This design comes from an exercise in tuning for small area, a short achievable clock period and few clock cycles per item on the open sky130 flow, not from production work. Function was not checked in any run shown here: the RTL went through the layout flow alone. No activity file was given, so power comes from the tool's default toggle rates.

--- flow/design.v ---
`timescale 1ns/100ps
package pool_pkg;
	typedef logic [16-1:0] word_t;
	typedef logic [16*16-1:0] atom_t;
	typedef logic [16+4-1:0] sum_t;
	typedef enum logic {
		POOL_MAX = 1'b0,	 
		POOL_AVE = 1'b1	 
	} pool_op_e;
	typedef struct packed {
		pool_op_e    op;
		logic [2:0]  win_shift;	 
		logic [15:0] n_windows;	 
	} pool_cfg_t;
endpackage
`timescale 1ns/100ps
module pool_engine (
	input  logic        clk,
	input  logic        rst,
	input  logic        i_start,
	input  logic [19:0] i_cfg,	 
	input  logic        i_in_valid,
	input  logic [15:0] i_in_data,
	output logic        o_in_credit,
	output logic        o_out_valid,
	output logic [15:0] o_out_data,
	input  logic        i_out_credit,
	output logic        o_busy,
	output logic        o_done
);
	logic        busy_q;	 
	logic        op_q;	 
	logic [2:0]  sh_q;	 
	logic [3:0]  mask_q;	 
	logic [15:0] rem_q;	 
	logic        rem1_q;	 
	logic [15:0] fifo_mem [4];
	logic [1:0]  wr_ptr;
	logic [3:0]  rd_sel;	 
	logic [3:0]  occ;	 
	logic [15:0] head;
	logic [3:0]  atom_q;	 
	logic        nfirst_q;	 
	logic        nlast_q;	 
	logic        nword0_q;	 
	logic [3:0]  chan_q;	 
	logic        ch15_q;	 
	logic [3:0]  since_q;	 
	logic        aligned_q;	 
	logic [3:0]  used_q;	 
	logic        pop, win_end;
	logic [3:0]  atom_nx;
	logic [15:0] rem_dec;
	logic [19:0] acc;	 
	logic [6:0]  lo_sum;
	logic        w_v;
	logic [5:0]  w_lo;
	logic [9:0]  w_hi;	 
	logic        w_c6;	 
	logic        w_gtlo;	 
	logic        gt;	 
	logic        w_last, w_final;
	logic [19:0] ring [16];
	logic        s2_v, s2_final;
	assign pop     = occ[0] && (!nword0_q || aligned_q) && (nlast_q || !used_q[3]);
	assign win_end = !nlast_q && ch15_q;
	assign atom_nx = nlast_q ? atom_q + 4'd1 : 4'd0;
	assign head    = ({16{rd_sel[0]}} & fifo_mem[0]) | ({16{rd_sel[1]}} & fifo_mem[1]) |
	                 ({16{rd_sel[2]}} & fifo_mem[2]) | ({16{rd_sel[3]}} & fifo_mem[3]);
	assign acc     = nfirst_q ? ring[14] : 20'd0;
	assign lo_sum  = {1'b0, acc[5:0]} + {1'b0, head[5:0]};
	assign gt      = w_v && ((w_hi > ring[15][15:6]) || ((w_hi == ring[15][15:6]) && w_gtlo));
	always_comb begin
		for (int i = 0; i < 16; i++) begin
			rem_dec[i] = rem_q[i] ^ ~|(rem_q & ((16'd1 << i) - 16'd1));
		end
	end
	always_ff @(posedge clk) begin
		for (int k = 0; k < 4; k++) begin
			if (!occ[3] && (wr_ptr == 2'(k))) begin
				fifo_mem[k] <= i_in_data;
			end
		end
	end
	always_ff @(posedge clk or posedge rst) begin
		if (rst) begin
			op_q        <= 1'b0;
			sh_q        <= 3'd0;
			mask_q      <= 4'd0;
			rem_q       <= 16'd0;
			rem1_q      <= 1'b0;
			wr_ptr      <= 2'd0;
			rd_sel      <= 4'd1;
			occ         <= 4'd0;
			w_v         <= 1'b0;
			atom_q      <= 4'd0;
			nfirst_q    <= 1'b0;
			nlast_q     <= 1'b0;
			nword0_q    <= 1'b0;
			chan_q      <= 4'd0;
			ch15_q      <= 1'b0;
			aligned_q   <= 1'b0;
			used_q      <= 4'd0;
			w_last      <= 1'b0;
			w_final     <= 1'b0;
			s2_v        <= 1'b0;
			s2_final    <= 1'b0;
			busy_q      <= 1'b0;
		end else begin
			if (i_in_valid) begin
				wr_ptr <= wr_ptr + 2'd1;
			end
			case ({i_in_valid, pop})
				2'b10:   occ <= {occ[2:0], 1'b1};
				2'b01:   occ <= {1'b0, occ[3:1]};
				default: ;
			endcase
			w_v <= pop;
			if (!busy_q) begin
				op_q    <= i_cfg[19];
				sh_q    <= i_cfg[19] ? i_cfg[18:16] : 3'd0;
				mask_q  <= 4'((5'd1 << i_cfg[18:16]) - 5'd1);
				nlast_q <= (i_cfg[18:16] != 3'd0);
				rem_q   <= i_cfg[15:0];
				rem1_q  <= (i_cfg[15:0] == 16'd1);
			end else if (pop && win_end) begin
				rem_q   <= rem_dec;
				rem1_q  <= (rem_q == 16'd2);
			end
			if (pop) begin
				rd_sel   <= {rd_sel[2:0], rd_sel[3]};
				chan_q   <= chan_q + 4'd1;
				ch15_q   <= (chan_q == 4'd14);
				nword0_q <= !win_end;
				if (ch15_q) begin
					atom_q   <= atom_nx;
					nfirst_q <= nlast_q;
					nlast_q  <= (atom_nx != mask_q);
				end
			end
			aligned_q <= pop || (since_q == 4'd15);
			case ({pop && !nlast_q, i_out_credit})
				2'b10:   used_q <= {used_q[2:0], 1'b1};
				2'b01:   used_q <= {1'b0, used_q[3:1]};
				default: ;
			endcase
			w_last      <= pop && !nlast_q;
			w_final     <= pop && win_end && rem1_q;
			s2_v        <= w_last;
			s2_final    <= w_final;
			busy_q      <= busy_q ? !s2_final : i_start;
		end
	end
	always_ff @(posedge clk) begin
		o_in_credit <= pop;
		o_out_valid <= s2_v;
		o_done      <= s2_final;
		o_busy      <= busy_q ? !s2_final : i_start;
	end
	always_ff @(posedge clk) begin
		since_q  <= pop ? 4'd0 : since_q + 4'd1;
		w_lo     <= head[5:0];
		w_hi     <= pop ? head[15:6] : 10'd0;
		w_c6     <= pop && op_q && lo_sum[6];
		w_gtlo   <= (head[5:0] > acc[5:0]);
		ring[0]  <= op_q ? {ring[15][19:6] + {4'd0, w_hi} + {13'd0, w_c6}, ring[15][5:0]}
		                 : {4'd0, gt ? {w_hi, w_lo} : ring[15][15:0]};
		for (int i = 1; i < 15; i++) begin
			ring[i] <= ring[i-1];
		end
		ring[15] <= !pop ? ring[14] : op_q ? {acc[19:6], lo_sum[5:0]} : acc;
		o_out_data <= 16'(ring[0] >> sh_q);
	end
endmodule
--- flow/run.sh ---
#!/bin/bash
# synth_recipe.tcl (not shown) runs the flow's synth.tcl, then flattens the netlist and writes it again
# the make line also repeats each setting of config.mk as NAME=value (left out here)
make -C /OpenROAD-flow-scripts/flow DESIGN_CONFIG=/design/flow/config.mk WORK_HOME=/design/flow/orfs CLKGATE_MAP_FILE= SYNTH_SCRIPT=/design/flow/synth_recipe.tcl finish
--- flow/config.mk ---
export PLATFORM = sky130hd
export DESIGN_NAME = pool_engine
export DESIGN_NICKNAME = pool_engine
export VERILOG_FILES = /design/flow/design.v
export SDC_FILE = /design/flow/constraint.sdc
export NUM_CORES = 4
export LEC_CHECK = 0
export ABC_CLOCK_PERIOD_IN_PS = 2000
export CAP_MARGIN = 20
export CORE_MARGIN = 2
export CORE_UTILIZATION = 65
export CTS_BUF_LIST = sky130_fd_sc_hd__clkbuf_8
export CTS_CLUSTER_DIAMETER = 40
export CTS_CLUSTER_SIZE = 16
export SETUP_SLACK_MARGIN = 3.85
export SLEW_MARGIN = 20
--- flow/constraint.sdc ---
create_clock -name core_clock -period 6.0 [get_ports {clk}]
set_input_delay 1.2000 -clock core_clock [delete_from_list [all_inputs] [get_ports {clk}]]
set_output_delay 1.2000 -clock core_clock [all_outputs]
set_load 0.01 [all_outputs]
==> run notes, run 1 <==
- Status: timing/DRC/antenna clean
- TritonCTS buffer count: 45
- Hold Path Depth: 0
- CP Max Fanout: 2
- DRC: 0
- Rel. slew slack: 0.332
- Routed wire length: 25,000 um
- Post-synth top flop: dfxtp_1
- First-pass GRT wire length: 39,800 um
- N_diodes: 0
- Worst r2r src: w_hi[0]$_SDFF_PN0_
- Hold-fix buffers, CTS: 0
- Flop-to-flop setup slack: 3.74 ns
- RSZ-0062 raised after global routing: yes
- Root buffer cell: clkbuf_8
- Setup Total Neg Slack: 0 ns
- Layout cell share with drive strength beyond 1: 0.187
- Sequential share of the synthesized area: 0.722
- Post-route minimum period: 2.26 ns
- DR WL/cell: 16.3 um
- Fin Hold WS: 0.326 ns
- FF-to-FF End: ring[0][16]$_SDFF_PN0_
- R2R cell count: 10
- H-tree Lvls: 2
- Leakage: 6.97 nW
- # IOs: 61
- Cells after Synth: 1,113
- Grt total ovfl: 0
- Crit path DAT: 2.73 ns
- Layout area overhead: 16.4%
- Async SR Flop Fraction: 0.120
- Core area: 22,400 um2
- Max frequency: 442 MHz
- Max Cap Violations: 0
- DRT iter0 DRCs: 460
- Die footprint: 23,900 um2
- Total GRT Usage: 0.211
- Worst VDD drop: 0.000280 V
- Placed cell areas: 15,600 um2
- Tightest Hold Check Type: flip-flop to flip-flop
- Area contributors post-synth: dfxtp_1 49%, edfxtp_1 13%, dfrtp_1 9.7%, ha_1 4.1%, mux2i_1 2.7%
- Min-delay src: ring[1][10]$_DFF_P_
- Cell area after layout: 17,100 um2
- Post-Syn Nets: 1,204
- Slew @ Worst Pin: 0.997 ns
- Avg Synthesized Cell Area: 13.2 um2
- Placed Instances: 1,428
- Worst Setup SP: w_hi[0]$_SDFF_PN0_
- Setup violations, final: 0
- Clk Latency, worst-skew pair: 0.57 ns
- Row cnt: 55
- Cell variety after synth: 61
- Vias per std cell: 5.23
- Worst Hold Path EP: ring[2][10]$_DFF_P_
- Pins Over Slew Limit: 0
- Area fraction of the dominant cell type after synthesis: 0.493
- Vias after detailed routing: 8,026
- Die Y: 154 um
- Antenna violations before repair: 0
- Buffers on Ports: 60
- Warnings, synthesis: 3
- Synth area leader: dfxtp_1
- Mapped Area: 14,700 um2
- Clock Skew: 0.0152 ns
- Clock buffer depth: 3
- Worst EP required: 6.47 ns
- CTS tree: built
- Pwr Density: 356 nW/um2
- Crit end category: flip-flop
- Effective utilization at floorplan: 0.656
- Final hold viol count: 0
- Worst setup SP type: flip-flop
- Tcrit/Tclk final: 0.377
- Most frequent cell after synthesis: dfxtp_1
- WS Path Type: flip-flop to flip-flop
- Most frequent cells after synthesis: 362 x dfxtp_1, 93 x nand2_1, 64 x edfxtp_1
- RD Place Congestion: 0.847
- Vias in the first global route: 7,930
- Final net count: 1,312
- Die width: 154 um
- DR pass1 iterations: 6
- Post-synth EDFFs: 64
- Routed Antenna Nets: 0
- Final Instance Count excl. Fillers: 1,534
- Largest net degree at the start of global routing: 59
- Clock-pin slew on the worst setup and hold paths: 0.09 ns
- Seq cells post-synth: 484
- Detail Placement HPWL: 15,400 um
- Clock sinks: 484
[how the worst max path moves through the flow]
stage / to / slack [ns]
after floorplan: ring[0][16]$_SDFF_PN0_ / 3.84
after global placement: used_q[3]$_DFFE_PP0P_ / 2.87
after detailed placement: occ[3]$_DFFE_PP0P_ / 2.76
after CTS: ring[0][16]$_SDFF_PN0_ / 3.73
after global routing: ring[0][16]$_SDFF_PN0_ / 3.68
final: ring[0][16]$_SDFF_PN0_ / 3.74
[cell usage in the layout (no fill, tap or decap), drive strengths merged, types with 4 or more instances in the layout]
master,synthesis,routed
dfxtp,362,362
nand2,93,93
edfxtp,64,64
dfrtp,57,57
buf,7,53
clkbuf,26,52
a21oi,52,52
inv,43,51
nor2,48,48
ha,48,48
o21ai,43,43
mux2i,39,39
a22oi,33,33
clkdlybuf4s50,0,31
xnor2,22,22
and2,21,21
mux2,20,20
nand3,16,17
nand2b,13,13
nor2b,13,13
xor2,12,12
clkinv,4,9
clkinvlp,0,8
o21bai,7,7
nor3,7,7
nor4,6,6
nand4,5,5
dlygate4sd2,0,5
o31ai,5,5
a21o,4,4
dlymetal6s2s,0,4
or3,4,4
o211ai,4,4
[critical path, cell delays in order (launching register included)]
cell and delay, ns:
dfxtp_2 0.33, inv_2 0.07, fa_2 0.22, inv_2 0.04, fa_2 0.34, nor2b_4 0.14
nor3_2 0.14, o211ai_1 0.14, a311o_1 0.42, xor2_1 0.16, and2_1 0.16
[power breakdown]
group / internal [mW] / switching (mW) / total [mW]
Sequential: 3.53 / 0.129 / 3.66
Combinational: 0.149 / 0.273 / 0.421
Clock: 0.922 / 1.09 / 2.02
Total: 4.60 / 1.50 / 6.09
[cell families (layout without fill, tap and decap cells)]
group / Yosys count / in the layout / share of synthesized area
flip-flops: 484 / 484 / 0.722
XOR/XNOR: 34 / 34 / 0.0202
AO/OA/AOI/OAI: 163 / 163 / 0.0696
buffers and inverters: 80 / 215 / 0.0211
multiplexers: 60 / 60 / 0.0434
adder cells (fa/ha/maj): 50 / 50 / 0.0435
AND/OR/NAND/NOR: 242 / 243 / 0.0803
[layout make-up]
type / instances / area, um2
Sequential cell: 484 / 10700
Inverter: 47 / 194
Multi-Input combinational cell: 550 / 4160
Tap cell: 285 / 357
Timing Repair Buffer: 93 / 801
Clock buffer: 52 / 716
Fill cell: 1389 / 5300
Clock inverter: 23 / 248
[flip-flops by register name (all words and copies together) (netlist names), 2 cells and up]
name        count
ring          320
chan_q          4
rem_q          16
sh_q            3
wr_ptr          2
occ             4
mask_q          4
o_out_data     16
rd_sel          4
atom_q          4
fifo_mem       64
since_q         4
w_lo            6
w_hi           10
used_q          4
[stage by stage]
step / util / power [mW] / worst slack, ns
floorplan: - / 3.95 / 3.84
global placement: 0.695 / 4.12 / 2.87
detailed placement: 0.695 / 4.14 / 2.76
CTS: 0.751 / 6.14 / 3.73
global route: 0.764 / 6.35 / 3.68
finish: 0.764 / 6.09 / 3.74
[per-layer routing]
layer | share of wire | up-vias | track usage
li1 | - | 3997 | -
met2 | 0.47 | 162 | 0.354
met1 | 0.46 | 3814 | 0.281
met4 | 0.027 | 0 | 0.0745
met3 | 0.039 | 53 | 0.0373
met5 | 0 | - | 0
[what timing repair did]
item,CTS,global route
gates resized for setup,142,51
hold endpoints to repair,0,0
buffers inserted,24,6
cloned,0,1
setup endpoints to repair,92,60
pin swaps,19,19
==> inputs of run 2 (changes only) <==
==> flow/flow/run.sh (new file) <==
#!/bin/bash
# The standard layout (standard.sh), with port buffers and clock tree options set here.
set -euo pipefail
export BUFFER_PORTS_ARGS="-buffer_cell sky130_fd_sc_hd__buf_2"
export CTS_ARGS="-sink_clustering_enable -repair_clock_nets -sink_clustering_size 16 -sink_clustering_max_diameter 40 -buf_list sky130_fd_sc_hd__clkbuf_8 -root_buf sky130_fd_sc_hd__clkbuf_16 -dont_use_dummy_load"
bash standard.sh > standard.log 2>&1
==> flow/standard.sh (new file) <==
#!/bin/bash
# synth_recipe.tcl (not shown) runs the flow's synth.tcl, then flattens the netlist and writes it again
# the make line also repeats each setting of config.mk as NAME=value (left out here)
make -C /OpenROAD-flow-scripts/flow DESIGN_CONFIG=/design/flow/config.mk WORK_HOME=/design/flow/orfs CLKGATE_MAP_FILE= SYNTH_SCRIPT=/design/flow/synth_recipe.tcl "${@:-finish}"
--- a/flow/config.mk
+++ b/flow/config.mk
@@ -13,4 +13,4 @@
 export CTS_CLUSTER_DIAMETER = 40
 export CTS_CLUSTER_SIZE = 16
-export SETUP_SLACK_MARGIN = 3.85
+export SETUP_SLACK_MARGIN = 3.7
 export SLEW_MARGIN = 20
removed: flow/run.sh
==> run 2 against run 1 <==
Register-to-register slack lost 0.11 ns. Critical path type unchanged. Critical path depth did not move. Hold slack got worse by 0.034 ns. Area after synthesis unchanged. Cell count down 2.3%.
==> run notes, run 2 <==
- Status: timing/DRC/antenna clean
- Share of power burned in registers: 0.638
- Power share of the combinational group: 0.069
- Largest net degree at the start of global routing: 59
- Worst EP required: 6.42 ns
- Commonest cells after routing, fill and taps aside: 358 x dfxtp_1, 91 x nand2_1, 64 x edfxtp_1
- Commonest non-fill, non-tap cell in the layout: dfxtp_1
- Layout cell share with drive strength beyond 1: 0.167
- Leakage: 6.72 nW
- Sw Pwr: 1.32 mW
- Die width: 154 um
- Avg Synthesized Cell Area: 13.2 um2
- N_diodes: 0
- Clock sinks: 484
- WS Path Type: flip-flop to flip-flop
- Crit path DAT: 2.79 ns
- TritonCTS buffer count: 45
- CP Max Fanout: 3
- Most frequent cell after synthesis: dfxtp_1
- CP max-delay cell: a311o_1
- Max reg flops: 320
- Post-synth EDFFs: 64
- Slew @ Worst Pin: 0.981 ns
- Largest Register: ring
- Most frequent cells after synthesis: 362 x dfxtp_1, 93 x nand2_1, 64 x edfxtp_1
- Sequential share of the synthesized area: 0.722
- Biggest regs: ring: 320 flops, fifo_mem: 64 flops
- Pins Over Slew Limit: 0
- Setup Total Neg Slack: 0 ns
- First-pass GRT wire length: 39,500 um
- Root buffer cell: clkbuf_16
- Effective utilization at floorplan: 0.656
- RD Place Congestion: 0.825
- Cells after Synth: 1,113
- DR pass1 iterations: 4
- Clock-pin slew on the worst setup and hold paths: 0.09 ns
- Warnings, synthesis: 3
- Crit end category: flip-flop
- Async SR Flop Fraction: 0.120
- Worst setup SP type: flip-flop
- DRC: 0
- Vias in the first global route: 7,788
- Total GRT Usage: 0.209
- Final hold viol count: 0
- Buffers on Ports: 60
- Sw Ratio: 0.230
- Core area: 22,400 um2
- Post-Syn Nets: 1,204
- Area fraction of the dominant cell type after synthesis: 0.493
- Grt total ovfl: 0
- Clock Skew: 0.0593 ns
- Final net count: 1,307
- Setup violations, final: 0
- Vias per std cell: 5.25
- Post-synth top flop: dfxtp_1
- Area contributors post-synth: dfxtp_1 49%, edfxtp_1 13%, dfrtp_1 9.7%, ha_1 4.1%, mux2i_1 2.7%
- Max frequency: 421 MHz
- DRT iter0 DRCs: 368
- Tightest Hold Check Type: flip-flop to flip-flop
- Tcrit/Tclk final: 0.396
- Post-route minimum period: 2.37 ns
- Slowest stage delay, CP: 0.45 ns
- Mapped Area: 14,700 um2
- Rel. slew slack: 0.343
- Clock power share: 0.293
- Clock buffer depth: 3
- Worst slack, placed: 2.85 ns
- RSZ-0062 raised after global routing: yes
- # IOs: 61
- Clk Latency, worst-skew pair: 0.51 ns
- Placed Instances: 1,428
- Detail Placement HPWL: 15,500 um
- Antenna violations before repair: 0
- Cell variety after synth: 61
- Routed Antenna Nets: 0
- Cell Chain, Critical Path: inv_2, fa_2, inv_2, fa_2, nor2b_4, nor3_2, o211ai_1, a311o_1, xor2_1, and2_1
- Pwr Density: 350 nW/um2
- Int Pwr: 4.40 mW
- Row cnt: 55
- Final setup margin: 3.63 ns
- Max Cap Violations: 0
- Final Instance Count excl. Fillers: 1,499
- CTS tree: built
- Layout area overhead: 11.0%
- H-tree Lvls: 2
- Synth area leader: dfxtp_1
- Die footprint: 23,900 um2
- Vias after detailed routing: 7,863
- DR WL/cell: 16.5 um
- Seq cells post-synth: 484
- Die Y: 154 um
- Worst VDD drop: 0.000273 V
- Routed wire length: 24,700 um
run 2: layout make-up:
type,instances,area [um2]
sequential,484,10600
fill,1505,6100
multi-input combinational,549,3940
clock buffer,45,676
timing repair buffer,89,532
tap,285,357
inverter,47,185
run 2: final timing paths:
path / startpoint / endpoint / slack [ns] / cells past startpoint
min in group asynchronous: rst / occ[1]$_DFFE_PP0P_ / 0.94 / 3
worst max register to register: ring[15][6]$_DFF_P_ / ring[0][16]$_SDFF_PN0_ / 3.63 / 10
max in group asynchronous: rst / nlast_q$_DFF_PP0_ / 4.48 / 3
worst min register to register: ring[4][7]$_DFF_P_ / ring[5][7]$_DFF_P_ / 0.29 / 0
worst max-delay path: ring[15][6]$_DFF_P_ / ring[0][16]$_SDFF_PN0_ / 3.63 / 10
worst min-delay path: ring[4][7]$_DFF_P_ / ring[5][7]$_DFF_P_ / 0.29 / 0
run 2: logic make-up (layout without fill, tap and decap cells):
logic type | count (synthesis) | in the layout | synth area share
flip-flops | 484 | 484 | 0.722
AND/OR/NAND/NOR | 242 | 242 | 0.0803
AO/OA/AOI/OAI | 163 | 163 | 0.0696
buffers and inverters | 80 | 181 | 0.0211
multiplexers | 60 | 60 | 0.0434
adder cells (fa/ha/maj) | 50 | 50 | 0.0435
XOR/XNOR | 34 | 34 | 0.0202
run 2: per-layer routing:
metal	wire length, um	global-route usage	vias up
met1	11400	0.282	3731
met4	699	0.0732	0
li1	-	-	3947
met3	1010	0.0460	52
met5	0	0	-
met2	11600	0.337	133
run 2: per-stage QoR:
| stage | utilization | power, mW | hold WS [ns] | instance area, um2 |
|---|---|---|---|---|
| after floorplan | - | 3.95 | 0.310 | 14700 |
| after global placement | 0.681 | 4.10 | 0.310 | 15300 |
| after detailed placement | 0.681 | 4.12 | 0.312 | 15300 |
| after CTS | 0.720 | 5.78 | 0.294 | 16200 |
| after global routing | 0.728 | 5.99 | 0.299 | 16300 |
| final | 0.728 | 5.72 | 0.292 | 16300 |
run 2: timing repair:
action / 4_1_cts / 5_1_grt
buffers inserted: 14 / 12
endpoints found under the setup margin: 68 / 25
gates resized for setup: 20 / 28
hold buffers: 0 / 0
pin swaps: 4 / 14
hold endpoints to repair: 0 / 0
cloned: 0 / 0
run 2: power groups by stage:
stage / logic [mW] / registers, mW / clock network [mW]
6_report: 0.394 / 3.65 / 1.68
2_1_floorplan: 0.279 / 3.67 / 0
3_3_place_gp: 0.384 / 3.71 / 0
4_1_cts: 0.402 / 3.65 / 1.73
3_5_place_dp: 0.393 / 3.72 / 0
5_1_grt: 0.451 / 3.67 / 1.86
run 2: worst max-delay path, delay by kind of cell (launching register included):
| kind | cells | cell delay, ns |
|---|---|---|
| AO/OA/AOI/OAI | 2 | 0.60 |
| adder cells (fa/ha/maj) | 2 | 0.58 |
| AND/OR/NAND/NOR | 3 | 0.51 |
| flip-flops | 1 | 0.34 |
| XOR/XNOR | 1 | 0.16 |
| buffers and inverters | 2 | 0.10 |
==> inputs of run 3 (changes only) <==
==> flow/flow/run.sh (replaced) <==
#!/bin/bash
# The standard layout (standard.sh), with port buffers and clock tree options set here.
set -euo pipefail
export BUFFER_PORTS_ARGS="-buffer_cell sky130_fd_sc_hd__buf_2"
export CTS_ARGS="-sink_clustering_enable -repair_clock_nets -sink_clustering_size 24 -sink_clustering_max_diameter 60 -buf_list sky130_fd_sc_hd__clkbuf_16 -root_buf sky130_fd_sc_hd__clkbuf_16 -dont_use_dummy_load"
bash standard.sh > standard.log 2>&1
==> run 3 against run 2 <==
Non-clock buffer count decreased by 5. Design area about the same. Hold slack improved by 0.029 ns. Sequential share of layout area about the same. Routed wire length decreased by 0.22%. Clock power increased by 4%. Maximum frequency increased by 3.8%. Critical path type unchanged. Largest cell class unchanged. Largest power group unchanged.
==> run notes, run 3 <==
- Status: timing/DRC/antenna clean
- CTS tree: built
- Mapped Area: 14,700 um2
- Clock Skew: 0.0482 ns
- Avg Synthesized Cell Area: 13.2 um2
- Flop-to-flop setup slack: 3.71 ns
- Cell Chain, Critical Path: inv_2, fa_2, inv_2, fa_2, nor2b_4, nor3_2, o211ai_1, a311o_1, xor2_1, and2_1
- Rel. slew slack: 0.346
- Post-route minimum period: 2.29 ns
- Max reg flops: 320
- Warnings, synthesis: 3
- # IOs: 61
- Clock buffer depth: 3
- Leakage: 6.71 nW
- RD Place Congestion: 0.825
- CP max-delay cell: a311o_1
- Most frequent cells after synthesis: 362 x dfxtp_1, 93 x nand2_1, 64 x edfxtp_1
- DR WL/cell: 16.7 um
- Commonest cells after routing, fill and taps aside: 358 x dfxtp_1, 91 x nand2_1, 64 x edfxtp_1
- First-pass GRT wire length: 39,500 um
- CP Max Fanout: 2
- Total Power: 5.80 mW
- DRT iter0 DRCs: 449
- Seq cells post-synth: 484
- Setup violations, final: 0
- Antenna violations before repair: 0
- Final net count: 1,285
- Die Y: 154 um
- Largest net degree at the start of global routing: 59
- TritonCTS buffer count: 28
- Setup Total Neg Slack: 0 ns
- Worst slack, placed: 2.85 ns
- Most frequent cell after synthesis: dfxtp_1
- Tcrit/Tclk final: 0.381
- Max frequency: 437 MHz
- Die footprint: 23,900 um2
- Root buffer cell: clkbuf_16
- Largest Register: ring
- Hold-fix buffers, CTS: 0
- Layout cell share with drive strength beyond 1: 0.153
- Cells after Synth: 1,113
- Vias in the first global route: 7,737
- Post-synth top flop: dfxtp_1
- Slowest stage delay, CP: 0.42 ns
- Detail Placement HPWL: 15,500 um
- Worst EP required: 6.46 ns
- Worst Hold Path EP: ring[11][14]$_DFF_P_
- Pwr Density: 355 nW/um2
- H-tree Lvls: 1
- Routed Antenna Nets: 0
- Placed cell areas: 15,300 um2
- RSZ-0062 raised after global routing: yes
- Clk Latency, worst-skew pair: 0.56 ns
- Area contributors post-synth: dfxtp_1 49%, edfxtp_1 13%, dfrtp_1 9.7%, ha_1 4.1%, mux2i_1 2.7%
- Async SR Flop Fraction: 0.120
- DRC: 0
- Worst r2r src: w_hi[0]$_SDFF_PN0_
- Max Cap Violations: 0
- Fillers: 1,521
- Tightest Hold Check Type: flip-flop to flip-flop
- Placed Instances: 1,428
- FF-to-FF End: ring[0][16]$_SDFF_PN0_
- Post-synth EDFFs: 64
- WP buf/inv: 2
- Grt total ovfl: 0
- Fin Hold WS: 0.320 ns
- Cell variety after synth: 61
- Vias per std cell: 5.30
- Cell area after layout: 16,300 um2
- Routed wire length: 24,600 um
- N_diodes: 0
- Biggest regs: ring: 320 flops, fifo_mem: 64 flops
- Crit path max-delay family: adder cells
- Worst setup SP type: flip-flop
- Effective utilization at floorplan: 0.656
- Row cnt: 55
- Clock sinks: 484
- R2R cell count: 10
- Commonest non-fill, non-tap cell in the layout: dfxtp_1
- Layout area overhead: 11.0%
- Buffers on Ports: 60
- Area fraction of the dominant cell type after synthesis: 0.493
- Crit end category: flip-flop
- Pins Over Slew Limit: 0
- Synth area leader: dfxtp_1
- Clock-pin slew on the worst setup and hold paths: 0.09 ns
- Crit path DAT: 2.75 ns
- Slew @ Worst Pin: 0.977 ns
- Worst VDD drop: 0.000336 V
- WS Path Type: flip-flop to flip-flop
- Util after Layout: 0.728
- Total GRT Usage: 0.208
- Core area: 22,400 um2
- Post-Syn Nets: 1,204
- Final Instance Count excl. Fillers: 1,477
- Final hold viol count: 0
- Vias after detailed routing: 7,827
- Min-delay src: ring[10][14]$_DFF_P_
- Die width: 154 um
- Hold Path Depth: 0
- DR pass1 iterations: 4
- Sequential share of the synthesized area: 0.722
- Final setup margin: 3.71 ns
## run 3: how the worst max path moves through the flow
stage / start / slack (ns) / depth (start not counted) / end
3_5_place_dp: nlast_q$_DFF_PP0_ / 2.85 / 6 / occ[3]$_DFFE_PP0P_
5_1_grt: w_c6$_DFF_P_ / 3.58 / 10 / ring[0][16]$_SDFF_PN0_
6_report: w_hi[0]$_SDFF_PN0_ / 3.71 / 10 / ring[0][16]$_SDFF_PN0_
3_3_place_gp: nlast_q$_DFF_PP0_ / 2.88 / 7 / used_q[3]$_DFFE_PP0P_
2_1_floorplan: rd_sel[1]$_DFFE_PP0P_ / 3.75 / 13 / w_c6$_DFF_P_
4_1_cts: rd_sel[1]$_DFFE_PP0P_ / 3.69 / 9 / ring[15][5]$_DFF_P_
## run 3: what timing repair did
action / in CTS / in global routing
setup buffers: 17 / 4
gates resized for setup: 30 / 20
pin swaps: 7 / 10
endpoints found under the setup margin: 68 / 25
## run 3: cells by family (layout without fill, tap and decap cells)
kind of cell    count (synthesis)  in the layout  synth area share
xor+xnor                       34             34            0.0202
mux                            60             60            0.0434
compound gates                163            163            0.0696
buf+inv                        80            159            0.0211
simple gates                  242            242            0.0803
flops                         484            484             0.722
fa+ha+maj                      50             50            0.0435
## run 3: per-layer routing
| metal | GRT usage | vias up | share of wire |
|---|---|---|---|
| met5 | 0 | - | 0 |
| met4 | 0.0701 | 0 | 0.032 |
| met3 | 0.0361 | 44 | 0.045 |
| met2 | 0.337 | 150 | 0.46 |
| met1 | 0.287 | 3721 | 0.47 |
| li1 | - | 3912 | - |
## run 3: cell type report
cell class | instances | area, um2 | share of cell area
multi-input combinational | 549 | 3940 | 0.241
tap | 285 | 357 | 0.0218
timing repair buffer | 84 | 497 | 0.0304
clock buffer | 28 | 701 | 0.0429
inverter | 47 | 185 | 0.0113
sequential | 484 | 10600 | 0.652
## run 3: where the power goes
part	switching, mW	internal [mW]	leakage (nW)	total, mW
combinational	0.265	0.130	2.15	0.395
sequential	0.125	3.53	4.21	3.65
clock	0.930	0.825	0.345	1.75
total	1.32	4.48	6.71	5.80
==> inputs of run 4 (changes only) <==
--- a/flow/design.v
+++ b/flow/design.v
@@ -53,11 +53,10 @@
 	logic [15:0] rem_dec;
 	logic [19:0] acc;	 
-	logic [6:0]  lo_sum;
+	logic [10:0] lo_sum;
 	logic        w_v;
-	logic [5:0]  w_lo;
-	logic [9:0]  w_hi;	 
-	logic        w_c6;	 
-	logic        w_gtlo;	 
-	logic        gt;	 
+	logic [9:0]  w_lo;
+	logic [5:0]  w_hi;	 
+	logic        w_c10;	 
+	logic        w_gt;	 
 	logic        w_last, w_final;
 	logic [19:0] ring [16];
@@ -69,6 +68,5 @@
 	                 ({16{rd_sel[2]}} & fifo_mem[2]) | ({16{rd_sel[3]}} & fifo_mem[3]);
 	assign acc     = nfirst_q ? ring[14] : 20'd0;
-	assign lo_sum  = {1'b0, acc[5:0]} + {1'b0, head[5:0]};
-	assign gt      = w_v && ((w_hi > ring[15][15:6]) || ((w_hi == ring[15][15:6]) && w_gtlo));
+	assign lo_sum  = {1'b0, acc[9:0]} + {1'b0, head[9:0]};
 	always_comb begin
 		for (int i = 0; i < 16; i++) begin
@@ -160,14 +158,14 @@
 	always_ff @(posedge clk) begin
 		since_q  <= pop ? 4'd0 : since_q + 4'd1;
-		w_lo     <= head[5:0];
-		w_hi     <= pop ? head[15:6] : 10'd0;
-		w_c6     <= pop && op_q && lo_sum[6];
-		w_gtlo   <= (head[5:0] > acc[5:0]);
-		ring[0]  <= op_q ? {ring[15][19:6] + {4'd0, w_hi} + {13'd0, w_c6}, ring[15][5:0]}
-		                 : {4'd0, gt ? {w_hi, w_lo} : ring[15][15:0]};
+		w_lo     <= head[9:0];
+		w_hi     <= pop ? head[15:10] : 6'd0;
+		w_c10    <= pop && op_q && lo_sum[10];
+		w_gt     <= pop && (head > acc[15:0]);
+		ring[0]  <= op_q ? {ring[15][19:10] + {4'd0, w_hi} + {9'd0, w_c10}, ring[15][9:0]}
+		                 : {4'd0, w_gt ? {w_hi, w_lo} : ring[15][15:0]};
 		for (int i = 1; i < 15; i++) begin
 			ring[i] <= ring[i-1];
 		end
-		ring[15] <= !pop ? ring[14] : op_q ? {acc[19:6], lo_sum[5:0]} : acc;
+		ring[15] <= !pop ? ring[14] : op_q ? {acc[19:10], lo_sum[9:0]} : acc;
 		o_out_data <= 16'(ring[0] >> sh_q);
 	end
==> run 4 against run 3 <==
Largest cell class unchanged. Die area is 0.12% higher. First-iteration DRC count fell by 0.89%. Still clean. Critical path depth unchanged. Highest routed layer unchanged. Routed wire length is 1.9% lower. Critical path type unchanged. Area after synthesis is 0.12% higher. Critical endpoint is now ring[15][9]$_DFF_P_.
==> run notes, run 4 <==
- Status: timing/DRC/antenna clean
- Worst Setup SP: rd_sel[0]$_DFFE_PP1P_
- Grt total ovfl: 0
- CP max-delay cell: dfstp_4
- RD Place Congestion: 0.837
- Worst slack, placed: 3.23 ns
- Final setup margin: 3.62 ns
- Warnings, synthesis: 3
- Post-synth top flop: dfxtp_1
- H-tree Lvls: 1
- Rel. slew slack: 0.329
- Synth area leader: dfxtp_1
- RSZ-0062 raised after global routing: yes
- N_diodes: 0
- R2R cell count: 10
- DR pass1 iterations: 5
- Die Y: 155 um
- Commonest non-fill, non-tap cell in the layout: dfxtp_1
- Biggest regs: ring: 320 flops, fifo_mem: 64 flops
- Cells after Synth: 1,117
- Leakage: 6.80 nW
- Most frequent cells after synthesis: 362 x dfxtp_1, 112 x nand2_1, 64 x edfxtp_1
- Row cnt: 55
- Final Instance Count excl. Fillers: 1,473
- Commonest cells after routing, fill and taps aside: 362 x dfxtp_1, 105 x nand2_1, 64 x edfxtp_1
- Sequential share of the synthesized area: 0.719
- Clock buffer depth: 3
- Worst r2r src: rd_sel[0]$_DFFE_PP1P_
- Setup Total Neg Slack: 0 ns
- Avg Synthesized Cell Area: 13.2 um2
- Share of power burned in registers: 0.629
- Reg area: 10,600 um2
- Vias in the first global route: 7,848
- Power share of the combinational group: 0.090
- Routed Antenna Nets: 0
- Crit end category: flip-flop
- Max Cap Violations: 0
- Clock power share: 0.282
- Post-synth EDFFs: 64
- Sw Pwr: 1.45 mW
- Most frequent cell after synthesis: dfxtp_1
- Die footprint: 23,900 um2
- Metal-1 WL: 10,900 um
- Slowest stage delay, CP: 0.50 ns
- Clock-pin slew on the worst setup and hold paths: 0.09 ns
- Crit path DAT: 2.83 ns
- TritonCTS buffer count: 27
- Met2 routed WL: 11,500 um
- Multi-input logic area: 4090 um2
- Crit path max-delay family: compound AO/OA/AOI/OAI gates
- Routed wire length: 24,200 um
- Tcrit/Tclk final: 0.396
- # IOs: 61
- Sw Ratio: 0.240
- Clock Skew: 0.0410 ns
- Layout cell share with drive strength beyond 1: 0.168
- Final hold viol count: 0
- DR WL/cell: 16.4 um
- Root buffer cell: clkbuf_16
- Max reg flops: 320
- Clock sinks: 483
- Setup crit end: ring[15][9]$_DFF_P_
- Fillers: 1,514
- Buffers on Ports: 60
- Mapped Area: 14,700 um2
- Cell area after layout: 16,400 um2
- CP Depth: 10
- Setup violations, final: 0
- Int Pwr: 4.62 mW
- Effective utilization at floorplan: 0.657
- Largest Register: ring
- WP buf/inv: 2
- First-pass GRT wire length: 39,100 um
- Pins Over Slew Limit: 0
- CTS tree: built
- Detail Placement HPWL: 15,600 um
- DRC: 0
- Met3 routed WL: 963 um
- Worst setup SP type: flip-flop
- Die width: 155 um
- Clk Latency, worst-skew pair: 0.55 ns
- Util after Layout: 0.730
- Pwr Density: 371 nW/um2
- Final net count: 1,281
- Cell Chain, Critical Path: buf_12, a22oi_1, nand2_2, ha_4, nor3b_1, nor3_2, buf_4, a21oi_2, nor4_1, a211o_1
- Seq cells post-synth: 483
- Total GRT Usage: 0.204
- Placed Instances: 1,431
- Layout area overhead: 11.1%
- Max frequency: 421 MHz
- Top Layer Used: met4
- Cell variety after synth: 68
- Vias per std cell: 5.34
- Placed cell areas: 15,300 um2
- CP Max Fanout: 9
- Slew @ Worst Pin: 1.01 ns
- Antenna violations before repair: 0
- WS Path Type: flip-flop to flip-flop
- Tightest Hold Check Type: flip-flop to flip-flop
- FF-to-FF End: ring[15][9]$_DFF_P_
- Worst VDD drop: 0.000267 V
- Vias after detailed routing: 7,869
- Hold-fix buffers, CTS: 0
- Flop-to-flop setup slack: 3.62 ns
- Area fraction of the dominant cell type after synthesis: 0.492
- Area contributors post-synth: dfxtp_1 49%, edfxtp_1 13%, dfrtp_1 9.5%, ha_1 4.0%, nand2_1 2.9%
- Largest net degree at the start of global routing: 58
- Post-Syn Nets: 1,208
- Worst EP required: 6.45 ns
- DRT iter0 DRCs: 445
- Core area: 22,400 um2
- Async SR Flop Fraction: 0.118
- Post-route minimum period: 2.38 ns
run 4: worst min-delay path by stage:
stage          cells after the start                  from                   end  slack, ns
2_1_floorplan                      0    ring[9][0]$_DFF_P_   ring[10][0]$_DFF_P_       0.31
3_3_place_gp                       0    ring[8][4]$_DFF_P_    ring[9][4]$_DFF_P_       0.31
3_5_place_dp                       0    ring[9][0]$_DFF_P_   ring[10][0]$_DFF_P_       0.31
4_1_cts                            0   ring[10][1]$_DFF_P_   ring[11][1]$_DFF_P_       0.31
5_1_grt                            0  ring[10][14]$_DFF_P_  ring[11][14]$_DFF_P_       0.31
6_report                           0   ring[10][1]$_DFF_P_   ring[11][1]$_DFF_P_       0.31
run 4: kinds of logic after synthesis:
| logic type | share of synthesized area |
|---|---|
| flops | 0.719 |
| mux | 0.0389 |
| simple gates | 0.0851 |
| buf+inv | 0.0212 |
| xor+xnor | 0.0184 |
| fa+ha+maj | 0.0440 |
| compound gates | 0.0730 |
run 4: repair_timing:
item                       CTS  global route
pin swaps                    2             5
gates resized for setup     30            29
setup endpoints to repair   16            11
buffers inserted            11             3
gates cloned                 0             1
hold endpoints to repair     0             0
run 4: power groups by stage:
stage / clock network [mW] / registers [mW] / logic, mW
6_report: 1.71 / 3.82 / 0.544
5_1_grt: 1.88 / 3.85 / 0.619
4_1_cts: 1.75 / 3.82 / 0.552
3_5_place_dp: 0 / 3.88 / 0.544
3_3_place_gp: 0 / 3.88 / 0.527
2_1_floorplan: 0 / 3.79 / 0.416
run 4: final cells by class:
| class | count | share of cell area |
|---|---|---|
| sequential | 483 | 0.648 |
| multi-input combinational | 558 | 0.250 |
| clock buffer | 27 | 0.0413 |
| timing repair buffer | 77 | 0.0287 |
| tap | 285 | 0.0218 |
| inverter | 43 | 0.0105 |
run 4: through the flow:
step	hold slack, ns	total power [mW]
after floorplan	0.310	4.20
after global placement	0.310	4.41
after detailed placement	0.312	4.43
after CTS	0.311	6.12
after global routing	0.314	6.35
final	0.308	6.07
run 4: per-layer routing:
layer / vias up / track usage
met4: 0 / 0.0670
li1: 3927 / -
met2: 161 / 0.348
met1: 3728 / 0.268
met5: - / 0
met3: 53 / 0.0350
run 4: worst reg2reg max path: stages, from the launching register on:
cell and delay [ns]:
dfstp_4 0.50, buf_12 0.15, a22oi_1 0.22, nand2_2 0.13, ha_4 0.28, nor3b_1 0.27, nor3_2 0.07, buf_4 0.15
a21oi_2 0.15, nor4_1 0.08, a211o_1 0.29
==> inputs of run 5 (changes only) <==
==> flow/flow/run.sh (replaced) <==
#!/bin/bash
# The standard layout (standard.sh), with port buffers and clock tree options set here.
set -euo pipefail
export BUFFER_PORTS_ARGS="-buffer_cell sky130_fd_sc_hd__buf_2"
export CTS_ARGS="-sink_clustering_enable -repair_clock_nets -sink_clustering_size 16 -sink_clustering_max_diameter 40 -buf_list sky130_fd_sc_hd__clkbuf_8 -root_buf sky130_fd_sc_hd__clkbuf_16 -dont_use_dummy_load"
bash standard.sh > standard.log 2>&1
==> run 5 against run 4 <==
Clock skew rose by 0.017 ns. Critical path type unchanged. Non-clock buffer count up 17. First-iteration DRC count shrank 7.4%. Synthesized cell count stayed put. Highest routed layer unchanged.
==> run notes, run 5 <==
- Detail Placement HPWL: 15,600 um
- RSZ-0062 raised after global routing: yes
- Slowest stage delay, CP: 0.65 ns
- Antenna violations before repair: 0
- Clock buffer depth: 3
- Routed Antenna Nets: 0
- Layout area overhead: 13.1%
- Crit end category: flip-flop
- DRC: 0
- Pwr Density: 365 nW/um2
- First-pass GRT wire length: 39,200 um
- Layout cell share with drive strength beyond 1: 0.209
- Met3 routed WL: 1120 um
- Placed cell areas: 15,300 um2
- Post-route minimum period: 2.41 ns
- N_diodes: 0
- Area fraction of the dominant cell type after synthesis: 0.492
- Hold Path Depth: 0
- Clock sinks: 483
- # IOs: 61
- Cell area after layout: 16,700 um2
- Largest Register: ring
- Final hold viol count: 0
- DRT iter0 DRCs: 412
- Pins Over Slew Limit: 0
- TritonCTS buffer count: 47
- Effective utilization at floorplan: 0.657
- Commonest cells after routing, fill and taps aside: 362 x dfxtp_1, 104 x nand2_1, 64 x edfxtp_1
- Flop-to-flop setup slack: 3.59 ns
- Commonest non-fill, non-tap cell in the layout: dfxtp_1
- Die Y: 155 um
- Fillers: 1,499
- Die footprint: 23,900 um2
- Vias in the first global route: 8,013
- Tightest Hold Check Type: flip-flop to flip-flop
- Setup Total Neg Slack: 0 ns
- Slew @ Worst Pin: 1.01 ns
- WS Path Type: flip-flop to flip-flop
- CP max-delay cell: dfstp_4
- Status: timing/DRC/antenna clean
- Root buffer cell: clkbuf_16
- Core area: 22,400 um2
- Buffers on Ports: 60
- Top Layer Used: met4
- Cells after Synth: 1,117
- H-tree Lvls: 2
- Total GRT Usage: 0.206
- Worst EP required: 6.38 ns
- Avg Synthesized Cell Area: 13.2 um2
- Final setup margin: 3.59 ns
- Worst setup SP type: flip-flop
- Crit path DAT: 2.79 ns
- Sequential share of the synthesized area: 0.719
- Synth area leader: dfxtp_1
- Clock Skew: 0.0580 ns
- Hold-fix buffers, CTS: 0
- Vias per std cell: 5.35
- R2R cell count: 11
- Die width: 155 um
- Clock-pin slew on the worst setup and hold paths: 0.09 ns
- DR pass1 iterations: 6
- Post-synth top flop: dfxtp_1
- CP Max Fanout: 3
- Final net count: 1,318
- Rel. slew slack: 0.326
- Placed Instances: 1,431
- Row cnt: 55
- CP Depth: 11
- Max frequency: 415 MHz
- WP buf/inv: 2
- Final Instance Count excl. Fillers: 1,510
- Leakage: 6.95 nW
- Vias after detailed routing: 8,078
- Clk Latency, worst-skew pair: 0.51 ns
- DR WL/cell: 16.4 um
- Async SR Flop Fraction: 0.118
- Grt total ovfl: 0
- Area contributors post-synth: dfxtp_1 49%, edfxtp_1 13%, dfrtp_1 9.5%, ha_1 4.0%, nand2_1 2.9%
- Worst VDD drop: 0.000278 V
- Met2 routed WL: 11,900 um
- Seq cells post-synth: 483
- Mapped Area: 14,700 um2
- Post-synth EDFFs: 64
- Post-Syn Nets: 1,208
- RD Place Congestion: 0.837
- Largest net degree at the start of global routing: 58
- Worst slack, placed: 3.23 ns
- Tcrit/Tclk final: 0.401
- Cell variety after synth: 68
- Warnings, synthesis: 3
- Max reg flops: 320
- Metal-1 WL: 10,900 um
- Cell Chain, Critical Path: a22oi_2, and2_4, inv_4, ha_4, inv_2, fa_2, o21bai_2, a21oi_4, o31ai_2, xnor2_1, o21ai_1
- Setup violations, final: 0
- Max Cap Violations: 0
- Most frequent cells after synthesis: 362 x dfxtp_1, 112 x nand2_1, 64 x edfxtp_1
- Most frequent cell after synthesis: dfxtp_1
- CTS tree: built
- Crit path max-delay family: compound AO/OA/AOI/OAI gates
- Routed wire length: 24,800 um
- Biggest regs: ring: 320 flops, fifo_mem: 64 flops
## run 5: cell counts after synthesis
No cell type changed its count.
## run 5: area by class of cell
cell class	instances	area (um2)	area share
Sequential cell	483	10600	0.637
Multi-Input combinational cell	558	4220	0.254
Clock buffer	47	703	0.0422
Timing Repair Buffer	94	596	0.0358
Tap cell	285	357	0.0214
Inverter	43	173	0.0104
## run 5: kinds of logic (layout without fill, tap and decap cells)
logic type | Yosys count | in the layout | share of synthesized area
AOI/OAI and AO/OA | 169 | 169 | 0.0730
DFF | 483 | 483 | 0.719
xor gates and xnor gates | 31 | 31 | 0.0184
muxes | 53 | 53 | 0.0389
and+or+nand+nor | 255 | 255 | 0.0851
buffers and inverters | 76 | 184 | 0.0212
adders and majority gates | 50 | 50 | 0.0440
## run 5: through the flow
stage | hold slack, ns | total power, mW | util
2_1_floorplan | 0.310 | 4.20 | -
3_3_place_gp | 0.310 | 4.41 | 0.681
3_5_place_dp | 0.312 | 4.43 | 0.681
4_1_cts | 0.274 | 6.13 | 0.723
5_1_grt | 0.269 | 6.38 | 0.742
6_report | 0.274 | 6.08 | 0.742
## run 5: worst register-to-register path: cells and delay by family, from the launching register on
family	cells	cell delay, ns
buf+inv	2	0.08
simple gates	1	0.15
flops	1	0.65
fa+ha+maj	2	0.48
xor+xnor	1	0.19
compound gates	5	0.73
## run 5: worst paths after layout
check	startpoint	to
worst max register to register	rd_sel[0]$_DFFE_PP1P_	ring[15][6]$_DFF_P_
worst min-delay path	ring[1][10]$_DFF_P_	ring[2][10]$_DFF_P_
worst max-delay path	rd_sel[0]$_DFFE_PP1P_	ring[15][6]$_DFF_P_
max in group asynchronous	rst	rd_sel[2]$_DFFE_PP0P_
worst min register to register	ring[1][10]$_DFF_P_	ring[2][10]$_DFF_P_
min in group asynchronous	rst	occ[2]$_DFFE_PP0P_
## run 5: routing by layer
layer / GRT usage / vias to the layer above
met5: 0 / -
met4: 0.0882 / 0
met3: 0.0440 / 74
met2: 0.342 / 184
met1: 0.262 / 3816
li1: - / 4004
## run 5: what timing repair did
item	CTS	global route
gates resized for setup	29	61
setup endpoints to repair	13	9
setup buffers	12	20
pin swaps	5	28
cloned	0	0
## run 5: power by group
| part | switching [mW] | internal, mW | total, mW |
|---|---|---|---|
| registers | 0.215 | 3.61 | 3.83 |
| logic | 0.336 | 0.211 | 0.547 |
| clock network | 0.934 | 0.774 | 1.71 |
| total | 1.49 | 4.60 | 6.08 |

-- port drivers added, routing unchanged --
How much do the figures lean on ideal ports? The routed layouts below were timed once more, with nothing changed but the port constraints. Step 1 sets driving cells, clkbuf_16 on the clock port and buf_2 on the other inputs (assumed; they add their load-dependent delay and slew). Step 2 moves the port delays by t, midway between the first and last clock arrival at a register: inputs arrive t later, outputs are due t later. That takes back most of the time a late clock gives input paths. Three values: no drivers, after step 1, after step 2; two values: the first two.
| run | shift t [ns] | setup WS [ns] | worst setup path after step 2 | clock arrival spread, ns |
|---|---|---|---|---|
| run 1 | 0.603 | 3.737 / 3.737 / 3.309 | input to register | 0.018 / 0.018 |
| run 2 | 0.523 | 3.625 / 3.625 / 3.338 | input to register | 0.076 / 0.076 |
| run 3 | 0.583 | 3.712 / 3.712 / 3.356 | input to register | 0.049 / 0.049 |
| run 4 | 0.583 | 3.624 / 3.624 / 3.598 | input to register | 0.042 / 0.041 |
| run 5 | 0.530 | 3.593 / 3.593 / 3.593 | register to register | 0.059 / 0.059 |
After both steps every run listed still meets setup and hold. For run 1, which loses most, drivers alone change the setup slack by 0.000 ns; drivers and shift together by -0.428 ns.
